This is an optimization exercise on Yosys and OpenROAD, whose aim is small area, a short achievable clock period and few clock cycles per item, not a production implementation. In this exercise RTL edits were held to simulation tests only and were not proved equivalent to the original.

## run.sh

```bash
#!/bin/bash
# synth_recipe.tcl (not shown) runs the flow's synth.tcl, then flattens the netlist and writes it again
# the make line also repeats each setting of config.mk as NAME=value (left out here)
make -C /OpenROAD-flow-scripts/flow DESIGN_CONFIG=/design/flow/config.mk WORK_HOME=/design/flow/orfs CLKGATE_MAP_FILE= SYNTH_SCRIPT=/design/flow/synth_recipe.tcl finish
```

## config.mk

```make
export PLATFORM = sky130hd
export DESIGN_NAME = rational_fraction_alu
export DESIGN_NICKNAME = rational_fraction_alu
export VERILOG_FILES = /design/flow/design.v
export SDC_FILE = /design/flow/constraint.sdc
export NUM_CORES = 4
export LEC_CHECK = 0
export CAP_MARGIN = 20
export CORE_MARGIN = 2
export CORE_UTILIZATION = 40
export SLEW_MARGIN = 20
```

## design.v

```verilog
`timescale 1ns / 1ps
package rfa_pkg;
  localparam int OperandWidth = 32;
  localparam int ValueWidth   = 64;
  localparam int QueueDepth   = 2;
  typedef enum logic [1:0] {
    ActAdd = 2'd0,
    ActSub = 2'd1,
    ActMul = 2'd2,
    ActDiv = 2'd3
  } action_e;
  typedef struct packed {
    logic [1:0]         action;
    logic signed [31:0] num_a;
    logic signed [31:0] den_a;
    logic signed [31:0] num_b;
    logic signed [31:0] den_b;
  } in_t;
  typedef struct packed {
    logic               status;
    logic signed [63:0] result_num;
    logic signed [63:0] result_den;
  } out_t;
  typedef struct packed {
    logic                  err;
    logic [ValueWidth-1:0] x;
    logic [ValueWidth-1:0] y;
  } job_t;
  typedef struct packed {
    logic                  busy;
    logic                  done;
    logic [ValueWidth-1:0] quo;
    logic [ValueWidth-1:0] rem;
  } div_rsp_t;
  function automatic logic [ValueWidth-1:0] mag(input logic [ValueWidth-1:0] v);
    mag = v[ValueWidth-1] ? (~v + 1'b1) : v;
  endfunction
  function automatic logic [ValueWidth-1:0] negate_if(input logic neg,
                                                      input logic [ValueWidth-1:0] v);
    negate_if = neg ? (~v + 1'b1) : v;
  endfunction
endpackage
`timescale 1ns / 1ps
module rfa_div (
  input  logic                           clk_i,
  input  logic                           rst_ni,
  input  logic                           start_i,
  input  logic [rfa_pkg::ValueWidth-1:0] dividend_i,
  input  logic [rfa_pkg::ValueWidth-1:0] divisor_i,
  output rfa_pkg::div_rsp_t              rsp_o
);
  localparam int CntW = $clog2(rfa_pkg::ValueWidth);
  logic busy_q, done_q;
  logic [CntW-1:0] cnt_q;
  logic [rfa_pkg::ValueWidth-1:0] rem_q, quo_q, dsr_q;
  logic [rfa_pkg::ValueWidth:0] shifted, trial;
  always_comb begin
    shifted = {rem_q, quo_q[rfa_pkg::ValueWidth-1]};
    trial   = shifted - {1'b0, dsr_q};
  end
  always_ff @(posedge clk_i or negedge rst_ni) begin
    if (!rst_ni) begin
      busy_q <= 1'b0;
      done_q <= 1'b0;
      cnt_q  <= '0;
    end else begin
      done_q <= 1'b0;
      if (busy_q) begin
        cnt_q <= cnt_q + 1'b1;
        if (cnt_q == CntW'(rfa_pkg::ValueWidth - 1)) begin
          busy_q <= 1'b0;
          done_q <= 1'b1;
        end
      end else if (start_i) begin
        busy_q <= 1'b1;
        cnt_q  <= '0;
      end
    end
  end
  always_ff @(posedge clk_i) begin
    if (busy_q) begin
      rem_q <= trial[rfa_pkg::ValueWidth] ? shifted[rfa_pkg::ValueWidth-1:0] : trial[rfa_pkg::ValueWidth-1:0];
      quo_q <= {quo_q[rfa_pkg::ValueWidth-2:0], ~trial[rfa_pkg::ValueWidth]};
    end else if (start_i) begin
      rem_q <= '0;
      quo_q <= dividend_i;
      dsr_q <= divisor_i;
    end
  end
  assign rsp_o.busy = busy_q;
  assign rsp_o.done = done_q;
  assign rsp_o.quo  = quo_q;
  assign rsp_o.rem  = rem_q;
endmodule
`timescale 1ns / 1ps
module rfa_queue (
  input  logic          clk_i,
  input  logic          rst_ni,
  input  logic          wr_valid_i,
  output logic          wr_ready_o,
  input  rfa_pkg::job_t wr_i,
  output logic          rd_valid_o,
  input  logic          rd_ready_i,
  output rfa_pkg::job_t rd_o
);
  localparam int PtrW = (rfa_pkg::QueueDepth > 1) ? $clog2(rfa_pkg::QueueDepth) : 1;
  localparam int CntW = $clog2(rfa_pkg::QueueDepth + 1);
  logic [2*rfa_pkg::ValueWidth:0] mem_q [0:rfa_pkg::QueueDepth-1];
  logic [PtrW-1:0] wp_q, rp_q;
  logic [CntW-1:0] cnt_q;
  logic push, pop;
  assign wr_ready_o = (cnt_q != CntW'(rfa_pkg::QueueDepth));
  assign rd_valid_o = (cnt_q != '0);
  assign push = wr_valid_i && wr_ready_o;
  assign pop  = rd_valid_o && rd_ready_i;
  assign rd_o = mem_q[rp_q];
  always_ff @(posedge clk_i or negedge rst_ni) begin
    if (!rst_ni) begin
      wp_q  <= '0;
      rp_q  <= '0;
      cnt_q <= '0;
    end else begin
      if (push) wp_q <= (wp_q == PtrW'(rfa_pkg::QueueDepth - 1)) ? '0 : wp_q + 1'b1;
      if (pop)  rp_q <= (rp_q == PtrW'(rfa_pkg::QueueDepth - 1)) ? '0 : rp_q + 1'b1;
      cnt_q <= cnt_q + CntW'(push) - CntW'(pop);
    end
  end
  always_ff @(posedge clk_i) begin
    if (push) mem_q[wp_q] <= wr_i;
  end
endmodule
`timescale 1ns / 1ps
module rfa_front #(
  parameter int OPERAND_WIDTH = rfa_pkg::OperandWidth
) (
  input  logic          clk_i,
  input  logic          rst_ni,
  input  logic          in_valid_i,
  output logic          in_ready_o,
  input  rfa_pkg::in_t  in_i,
  output logic          job_valid_o,
  input  logic          job_ready_i,
  output rfa_pkg::job_t job_o
);
  localparam int PW = 2 * OPERAND_WIDTH;
  typedef enum logic [2:0] {
    FIdle = 3'b001,
    FMul  = 3'b010,
    FPush = 3'b100
  } fstate_e;
  fstate_e state_q, state_d;
  logic [1:0] step_q, step_d;
  logic signed [OPERAND_WIDTH-1:0] a_q, b_q, c_q, d_q;
  rfa_pkg::action_e act_q;
  logic err_q;
  logic signed [PW-1:0] p0_q, p1_q, p2_q;
  logic signed [OPERAND_WIDTH-1:0] m_l, m_r;
  logic signed [PW-1:0] prod;
  logic [rfa_pkg::ValueWidth-1:0] e0, e1, e2;
  logic bad;
  assign in_ready_o = (state_q == FIdle);
  always_comb begin
    bad = (in_i.den_a[OPERAND_WIDTH-1:0] == '0) || (in_i.den_b[OPERAND_WIDTH-1:0] == '0) ||
          ((rfa_pkg::action_e'(in_i.action) == rfa_pkg::ActDiv) && (in_i.num_b[OPERAND_WIDTH-1:0] == '0));
  end
  always_comb begin
    unique case (step_q)
      2'd0: begin
        m_l = a_q;
        m_r = (act_q == rfa_pkg::ActMul) ? c_q : d_q;
      end
      2'd1: begin
        m_l = c_q;
        m_r = b_q;
      end
      default: begin
        m_l = b_q;
        m_r = (act_q == rfa_pkg::ActDiv) ? c_q : d_q;
      end
    endcase
    prod = m_l * m_r;
  end
  always_comb begin
    state_d = state_q;
    step_d  = step_q;
    unique case (state_q)
      FIdle: begin
        if (in_valid_i) begin
          state_d = bad ? FPush : FMul;
          step_d  = 2'd0;
        end
      end
      FMul: begin
        step_d = step_q + 2'd1;
        if (step_q == 2'd2) state_d = FPush;
      end
      FPush: begin
        if (job_ready_i) state_d = FIdle;
      end
      default: state_d = FIdle;
    endcase
  end
  always_ff @(posedge clk_i or negedge rst_ni) begin
    if (!rst_ni) begin
      state_q <= FIdle;
      step_q  <= 2'd0;
    end else begin
      state_q <= state_d;
      step_q  <= step_d;
    end
  end
  always_ff @(posedge clk_i) begin
    if (in_ready_o && in_valid_i) begin
      a_q   <= in_i.num_a[OPERAND_WIDTH-1:0];
      b_q   <= in_i.den_a[OPERAND_WIDTH-1:0];
      c_q   <= in_i.num_b[OPERAND_WIDTH-1:0];
      d_q   <= in_i.den_b[OPERAND_WIDTH-1:0];
      act_q <= rfa_pkg::action_e'(in_i.action);
      err_q <= bad;
    end
    if (state_q == FMul) begin
      unique case (step_q)
        2'd0:    p0_q <= prod;
        2'd1:    p1_q <= prod;
        default: p2_q <= prod;
      endcase
    end
  end
  always_comb begin
    e0 = rfa_pkg::ValueWidth'(p0_q);
    e1 = rfa_pkg::ValueWidth'(p1_q);
    e2 = rfa_pkg::ValueWidth'(p2_q);
    job_o.err = err_q;
    job_o.y   = err_q ? '0 : e2;
    unique case (act_q)
      rfa_pkg::ActAdd:  job_o.x = e0 + e1;
      rfa_pkg::ActSub:  job_o.x = e0 - e1;
      default: job_o.x = e0;
    endcase
    if (err_q) job_o.x = '0;
  end
  assign job_valid_o = (state_q == FPush);
endmodule
`timescale 1ns / 1ps
module rfa_back (
  input  logic          clk_i,
  input  logic          rst_ni,
  input  logic          job_valid_i,
  output logic          job_ready_o,
  input  rfa_pkg::job_t job_i,
  output logic          out_valid_o,
  input  logic          out_ready_i,
  output rfa_pkg::out_t out_o
);
  typedef enum logic [4:0] {
    BIdle = 5'b00001,
    BGcd  = 5'b00010,
    BRem  = 5'b00100,
    BDivX = 5'b01000,
    BDivY = 5'b10000
  } bstate_e;
  bstate_e state_q, state_d;
  logic [rfa_pkg::ValueWidth-1:0] x_q, y_q, ox_q, oy_q, rnum_q;
  logic out_valid_q;
  rfa_pkg::out_t out_q;
  logic start;
  logic [rfa_pkg::ValueWidth-1:0] dvd, dsr;
  rfa_pkg::div_rsp_t rsp;
  rfa_div u_div (
    .clk_i      (clk_i),
    .rst_ni     (rst_ni),
    .start_i    (start),
    .dividend_i (dvd),
    .divisor_i  (dsr),
    .rsp_o      (rsp)
  );
  assign job_ready_o = (state_q == BIdle) && !out_valid_q;
  assign out_valid_o = out_valid_q;
  assign out_o       = out_q;
  always_comb begin
    state_d = state_q;
    start   = 1'b0;
    dvd     = rfa_pkg::mag(x_q);
    dsr     = rfa_pkg::mag(y_q);
    unique case (state_q)
      BIdle: begin
        if (job_valid_i && job_ready_o && !job_i.err) state_d = BGcd;
      end
      BGcd: begin
        start = 1'b1;
        if (y_q == '0) begin
          dvd     = rfa_pkg::mag(ox_q);
          dsr     = rfa_pkg::mag(x_q);
          state_d = BDivX;
        end else begin
          state_d = BRem;
        end
      end
      BRem: begin
        if (rsp.done) state_d = BGcd;
      end
      BDivX: begin
        dvd = rfa_pkg::mag(oy_q);
        dsr = rfa_pkg::mag(x_q);
        if (rsp.done) begin
          start   = 1'b1;
          state_d = BDivY;
        end
      end
      BDivY: begin
        if (rsp.done) state_d = BIdle;
      end
      default: state_d = BIdle;
    endcase
  end
  always_ff @(posedge clk_i or negedge rst_ni) begin
    if (!rst_ni) begin
      state_q     <= BIdle;
      out_valid_q <= 1'b0;
    end else begin
      state_q <= state_d;
      if (out_valid_q && out_ready_i) begin
        out_valid_q <= 1'b0;
      end else if ((state_q == BIdle) && job_valid_i && job_ready_o && job_i.err) begin
        out_valid_q <= 1'b1;
      end else if ((state_q == BDivY) && rsp.done) begin
        out_valid_q <= 1'b1;
      end
    end
  end
  always_ff @(posedge clk_i) begin
    unique case (state_q)
      BIdle: begin
        if (job_valid_i && job_ready_o) begin
          x_q  <= job_i.x;
          y_q  <= job_i.y;
          ox_q <= job_i.x;
          oy_q <= job_i.y;
          if (job_i.err) begin
            out_q.status     <= 1'b1;
            out_q.result_num <= '0;
            out_q.result_den <= '0;
          end
        end
      end
      BRem: begin
        if (rsp.done) begin
          y_q <= rfa_pkg::negate_if(x_q[rfa_pkg::ValueWidth-1], rsp.rem);
          x_q <= y_q;
        end
      end
      BDivX: begin
        if (rsp.done) rnum_q <= rfa_pkg::negate_if(ox_q[rfa_pkg::ValueWidth-1] ^ x_q[rfa_pkg::ValueWidth-1], rsp.quo);
      end
      BDivY: begin
        if (rsp.done) begin
          out_q.status     <= 1'b0;
          out_q.result_num <= rnum_q;
          out_q.result_den <= rfa_pkg::negate_if(oy_q[rfa_pkg::ValueWidth-1] ^ x_q[rfa_pkg::ValueWidth-1], rsp.quo);
        end
      end
      default: begin
      end
    endcase
  end
endmodule
`timescale 1ns / 1ps
module rational_fraction_alu (
  input  logic        clk_i,
  input  logic        rst_ni,
  input  logic        in_valid_i,
  output logic        in_ready_o,
  input  logic [1:0]  in_action_i,
  input  logic [31:0] in_num_a_i,
  input  logic [31:0] in_den_a_i,
  input  logic [31:0] in_num_b_i,
  input  logic [31:0] in_den_b_i,
  output logic        out_valid_o,
  input  logic        out_ready_i,
  output logic        out_status_o,
  output logic [63:0] out_num_o,
  output logic [63:0] out_den_o
);
  localparam int OPERAND_WIDTH = rfa_pkg::OperandWidth;
  rfa_pkg::in_t  in_i;
  rfa_pkg::out_t out_o;
  assign in_i.action = in_action_i;
  assign in_i.num_a  = in_num_a_i;
  assign in_i.den_a  = in_den_a_i;
  assign in_i.num_b  = in_num_b_i;
  assign in_i.den_b  = in_den_b_i;
  assign out_status_o = out_o.status;
  assign out_num_o    = out_o.result_num;
  assign out_den_o    = out_o.result_den;
  logic f_valid, f_ready, q_valid, q_ready;
  rfa_pkg::job_t f_job, q_job;
  rfa_front #(.OPERAND_WIDTH(OPERAND_WIDTH)) u_front (
    .clk_i       (clk_i),
    .rst_ni      (rst_ni),
    .in_valid_i  (in_valid_i),
    .in_ready_o  (in_ready_o),
    .in_i        (in_i),
    .job_valid_o (f_valid),
    .job_ready_i (f_ready),
    .job_o       (f_job)
  );
  rfa_queue u_queue (
    .clk_i      (clk_i),
    .rst_ni     (rst_ni),
    .wr_valid_i (f_valid),
    .wr_ready_o (f_ready),
    .wr_i       (f_job),
    .rd_valid_o (q_valid),
    .rd_ready_i (q_ready),
    .rd_o       (q_job)
  );
  rfa_back u_back (
    .clk_i       (clk_i),
    .rst_ni      (rst_ni),
    .job_valid_i (q_valid),
    .job_ready_o (q_ready),
    .job_i       (q_job),
    .out_valid_o (out_valid_o),
    .out_ready_i (out_ready_i),
    .out_o       (out_o)
  );
endmodule
```

## constraint.sdc

```tcl
create_clock -name core_clock -period 11.0 [get_ports {clk_i}]
set_input_delay 2.2000 -clock core_clock [delete_from_list [all_inputs] [get_ports {clk_i}]]
set_output_delay 2.2000 -clock core_clock [all_outputs]
set_load 0.01 [all_outputs]
```

==> impl_metrics.ini <==
[logic_synthesis]
synth_flop_cell = sky130_fd_sc_hd__edfxtp_1
ys.warnings.count = 4
syn-num-nets = 11107
async_flop_share_pct = 1.85
synth.distinct_cells = 80
ys_ff_latch = 1245
share_of_synthesized_area_occupied_by_flip_flops_and_latches_pct = 37.1
syn-cell-area_sq_um = 101000
syn_inst = 9564
synth_enable_flop_cells = 1222
avgSynthCellArea_sq_um = 10.5

[timing]
maxSlewHeadroom_pct = 24.2
final-hold-violation-count = 0
tightestPinTransition_ns = 1.14
max_transition_viols_final = 0
count_of_endpoints_failing_setup_in_the_final_report = 0
final.setup.tns_ns = 0
fmax_mhz = 95.5
setup_repair_after_global_routing_missed_its_margin = false
clock_skew_ns = 0.0797
period_minus_slack_ns = 10.48
final_min_period_over_clock_period_pct = 95.2

[clock_network]
worst_setup_hold_path_clk_slew_ns = 0.06
clock_latency_of_the_later_clocked_register_in_the_worst_skew_pair_ns = 0.81
cts_root_buffer = sky130_fd_sc_hd__clkbuf_16
holdBufCountCts = 0
cts.htree.levels = 4
cts-root-to-sink-buffers = 3
cts_post_setup_buffers_inserted = 0
numCtsBuffers = 139
numClockSinks = 1245
tritoncts = built

[layout]
ratio_of_cells_with_drive_above_1_in_the_final_layout_pct = 8.32
finish.net_count = 11280
area_growth_pct = 12.1

[worst_setup_path]
setup.worst_path.start = u_front.step_q[0]
worst_r2r_path_depth = 30
setup.reg_to_reg.worst_slack_ns = 0.52
most_frequent_cell_on_the_critical_path = sky130_fd_sc_hd__fa_1
critPathLaunchType = register
critical_path.reg2reg.endpoint = u_front.p0_q[60]
worst_path_max_delay_cell = sky130_fd_sc_hd__fa_1
critical_path_peak_fanout = 46
path_class = register to register
worst_r2r_startpoint = u_front.step_q[0]
cp-end-kind = register
timing.critical_path.to = u_front.p0_q[60]
data_required_time_of_the_critical_path_ns = 11.54
critPathMaxStageDelay_ns = 0.58
arrival_ns = 11.02

[detailed_routing]
detailed_route_wire_length_per_cell_um = 23.0
sum_of_routed_wire_length_over_all_layers_mm = 303
drt-vias-per-instance = 5.43
drcViolationCount = 0
detailroute.via_count = 71721
drt-pass1-iter-count = 6
detail-route-antenna-nets = 0
initialDrtViolationCount = 6223

[global_routing]
grt.overflow.total = 0
grt_max_degree = 88
first_global_vias = 73758
wire_length_of_the_first_global_routing_pass_mm = 459
grt_antenna_before_repair = 4
grt_usage_pct = 23.5

[floorplanning]
start_util_pct = 40.1
num_rows = 184
fp.dieW_um = 505
io_pins = 265
chipHeight_um = 505
area_of_the_die_sq_um = 255000
placeableCoreArea_sq_um = 251000

[placed_design]
dp.final_hpwl_mm = 242
placement.io_buffers = 264
globalplace.congestion = 0.951

[run]
max-cap-violations = 0

[min_path]
hold_path_class = register to register

[run_status]
status = finished clean
[flip-flops by register name, indices dropped and copies added, names as in the netlist, 2 cells and up]
name	flops
u_back.out_q	129
u_back.ox_q	64
u_back.oy_q	64
u_back.rnum_q	64
u_back.state_q	5
u_back.u_div.cnt_q	6
u_back.u_div.dsr_q	64
u_back.u_div.quo_q	64
u_back.u_div.rem_q	64
u_back.x_q	64
u_back.y_q	64
u_front.a_q	32
u_front.act_q	2
u_front.b_q	32
u_front.c_q	32
u_front.d_q	32
u_front.p0_q	64
u_front.p1_q	64
u_front.p2_q	64
u_front.state_q	3
u_front.step_q	2
u_queue.cnt_q	2
u_queue.mem_q	258
[worst max-delay path, delay by kind of cell (launching register included)]
kind	cells	cell delay, ns
AOI/OAI and AO/OA	6	1.39
xor gates and xnor gates	1	0.30
adders and majority gates	10	4.76
buffers and inverters	7	1.59
DFF	1	0.40
and+or+nand+nor	6	1.74
[worst min-delay path by stage]
stage | slack (ns) | to | cells after the start | startpoint
2_1_floorplan | 0.45 | u_back.rnum_q[0] | 0 | u_back.u_div.quo_q[0]
3_3_place_gp | 0.49 | u_queue.cnt_q[1] | 1 | u_queue.cnt_q[1]
3_5_place_dp | 0.50 | u_back.out_q[127] | 1 | u_back.rnum_q[63]
4_1_cts | 0.52 | u_back.out_q[109] | 1 | u_back.rnum_q[45]
5_1_grt | 0.53 | u_back.out_q[124] | 1 | u_back.rnum_q[60]
6_report | 0.51 | u_back.out_valid_q | 1 | u_back.out_valid_q
[area by class of cell]
type                       count  area [sq um]
inverter                    1164          4370
antenna                        2          5.00
multi-input combinational   6698         57700
sequential                  1245         37300
clock buffer                 166          3590
tap                         3348          4190
timing repair buffer         489          4360
fill                       23266        138000
clock inverter                90          1250
[metal layers]
metal  up-vias  GRT usage [%]  wire [um]
li1      32539              -          -
met1     36103           32.0     132000
met2      2589           38.2     141000
met3       488           3.24      18800
met4         2           8.44      12000
met5         -              0         13
[repair_timing]
action,CTS,global route
endpoints found under the setup margin,0,21
resized for setup,0,7
hold endpoints to repair,0,0
[Yosys cell counts, types with 11 or more instances]
cell type,count,share of area [%]
sky130_fd_sc_hd__a211oi_1,58,0.43
sky130_fd_sc_hd__or3_1,105,0.65
sky130_fd_sc_hd__o41ai_1,52,0.45
sky130_fd_sc_hd__o221a_2,22,0.25
sky130_fd_sc_hd__xnor2_1,408,3.6
sky130_fd_sc_hd__edfxtp_1,1222,36
sky130_fd_sc_hd__mux2i_1,69,0.69
sky130_fd_sc_hd__or2_2,27,0.17
sky130_fd_sc_hd__inv_1,1161,4.3
sky130_fd_sc_hd__a21oi_1,518,2.6
sky130_fd_sc_hd__and3_1,30,0.19
sky130_fd_sc_hd__nor4_1,71,0.44
sky130_fd_sc_hd__nand2b_1,71,0.44
sky130_fd_sc_hd__or4_1,66,0.49
sky130_fd_sc_hd__xor2_1,249,2.2
sky130_fd_sc_hd__o21bai_1,26,0.19
sky130_fd_sc_hd__ha_1,325,4.0
sky130_fd_sc_hd__o21ai_0,347,1.7
sky130_fd_sc_hd__nand4_1,45,0.28
sky130_fd_sc_hd__a31oi_1,29,0.18
sky130_fd_sc_hd__fa_1,1084,22
sky130_fd_sc_hd__a221oi_1,15,0.13
sky130_fd_sc_hd__nor3b_1,13,0.097
sky130_fd_sc_hd__nand3_1,73,0.36
sky130_fd_sc_hd__nor3_1,87,0.43
sky130_fd_sc_hd__o221ai_1,26,0.23
sky130_fd_sc_hd__clkbuf_1,421,1.6
sky130_fd_sc_hd__nor2_1,906,3.4
sky130_fd_sc_hd__nand2_1,992,3.7
sky130_fd_sc_hd__a21o_1,115,0.86
sky130_fd_sc_hd__o21ai_1,24,0.12
sky130_fd_sc_hd__nand3b_1,11,0.082
sky130_fd_sc_hd__nor2b_1,127,0.79
sky130_fd_sc_hd__o21a_1,58,0.43
sky130_fd_sc_hd__o22ai_1,46,0.29
sky130_fd_sc_hd__and2_1,115,0.72
sky130_fd_sc_hd__buf_1,35,0.13
sky130_fd_sc_hd__o31ai_1,119,0.89
sky130_fd_sc_hd__mux2_2,252,2.8
sky130_fd_sc_hd__dfrtp_1,21,0.52
[placed cells by master, fill, tap and decap left out, types with 46 or more instances in the layout]
cell | netlist | layout
sky130_fd_sc_hd__nand3_1 | 73 | 73
sky130_fd_sc_hd__mux2_2 | 252 | 252
sky130_fd_sc_hd__o21ai_0 | 347 | 339
sky130_fd_sc_hd__xor2_1 | 249 | 246
sky130_fd_sc_hd__o21a_1 | 58 | 58
sky130_fd_sc_hd__o31ai_1 | 119 | 119
sky130_fd_sc_hd__nor4_1 | 71 | 68
sky130_fd_sc_hd__nor2b_1 | 127 | 126
sky130_fd_sc_hd__xnor2_1 | 408 | 405
sky130_fd_sc_hd__clkdlybuf4s50_1 | 0 | 264
sky130_fd_sc_hd__a21oi_1 | 518 | 516
sky130_fd_sc_hd__fa_1 | 1084 | 1083
sky130_fd_sc_hd__and2_1 | 115 | 112
sky130_fd_sc_hd__nor3_1 | 87 | 87
sky130_fd_sc_hd__o22ai_1 | 46 | 46
sky130_fd_sc_hd__o41ai_1 | 52 | 52
sky130_fd_sc_hd__nand2_1 | 992 | 990
sky130_fd_sc_hd__edfxtp_1 | 1222 | 1222
sky130_fd_sc_hd__ha_1 | 325 | 324
sky130_fd_sc_hd__inv_1 | 1161 | 1158
sky130_fd_sc_hd__clkbuf_16 | 0 | 139
sky130_fd_sc_hd__nor2_1 | 906 | 900
sky130_fd_sc_hd__or3_1 | 105 | 105
sky130_fd_sc_hd__a211oi_1 | 58 | 54
sky130_fd_sc_hd__buf_4 | 0 | 223
sky130_fd_sc_hd__a21o_1 | 115 | 115
sky130_fd_sc_hd__nand2b_1 | 71 | 71
sky130_fd_sc_hd__mux2i_1 | 69 | 69
sky130_fd_sc_hd__or4_1 | 66 | 66
[logic make-up (layout without fill, tap and decap cells)]
| logic type | after synthesis | count (layout) | share of synthesized area, % |
|---|---|---|---|
| DFF | 1245 | 1245 | 37.1 |
| buffers and inverters | 1622 | 1909 | 6.06 |
| AOI/OAI and AO/OA | 1546 | 1546 | 9.57 |
| other | 0 | 2 | 0 |
| adders and majority gates | 1409 | 1409 | 25.6 |
| muxes | 322 | 322 | 3.52 |
| xor gates and xnor gates | 657 | 657 | 5.72 |
| and+or+nand+nor | 2763 | 2764 | 12.4 |
[through the flow]
stage / hold slack (ns) / util [%] / setup slack [ns] / cells / cell area [sq um]
2_1_floorplan: 0.451 / - / 1.04 / 9564 / 101000
3_3_place_gp: 0.486 / 43.0 / 0.187 / 12943 / 108000
3_5_place_dp: 0.503 / 43.0 / 0.285 / 12943 / 108000
4_1_cts: 0.517 / 44.9 / 0.248 / 13199 / 113000
5_1_grt: 0.529 / 45.0 / 0.0708 / 13201 / 113000
6_report: 0.510 / 45.0 / 0.523 / 13202 / 113000
Testbench counts, summed over its fixed seeds: cycles 2,054,178, items 1,200.

port drivers added, routing unchanged:
Ports are ideal in the flow. The routed layout listed here was re-timed in OpenROAD.
Step 1 (the two cells are an assumption about what drives the block):
set clk [get_ports {clk_i}]
set_driving_cell -lib_cell sky130_fd_sc_hd__clkbuf_16 $clk
set_driving_cell -lib_cell sky130_fd_sc_hd__buf_2 [delete_from_list [all_inputs] $clk]
Step 2 also shifts input and output timing later by t, the mid clock arrival at the registers, as if the neighbouring blocks saw the same clock.
a / b / c = ideal ports / drivers / drivers and shift; a / b = the first two.
shift t [ns]: 0.861
setup WS [ns]: 0.523 / 0.523 / 0.523
hold WS [ns]: 0.510 / 0.510 / 0.510
worst setup path after step 2: register to register
After both steps this run still meets setup and hold. For this run, drivers alone change the setup slack by 0.000 ns; drivers and shift together by 0.000 ns.
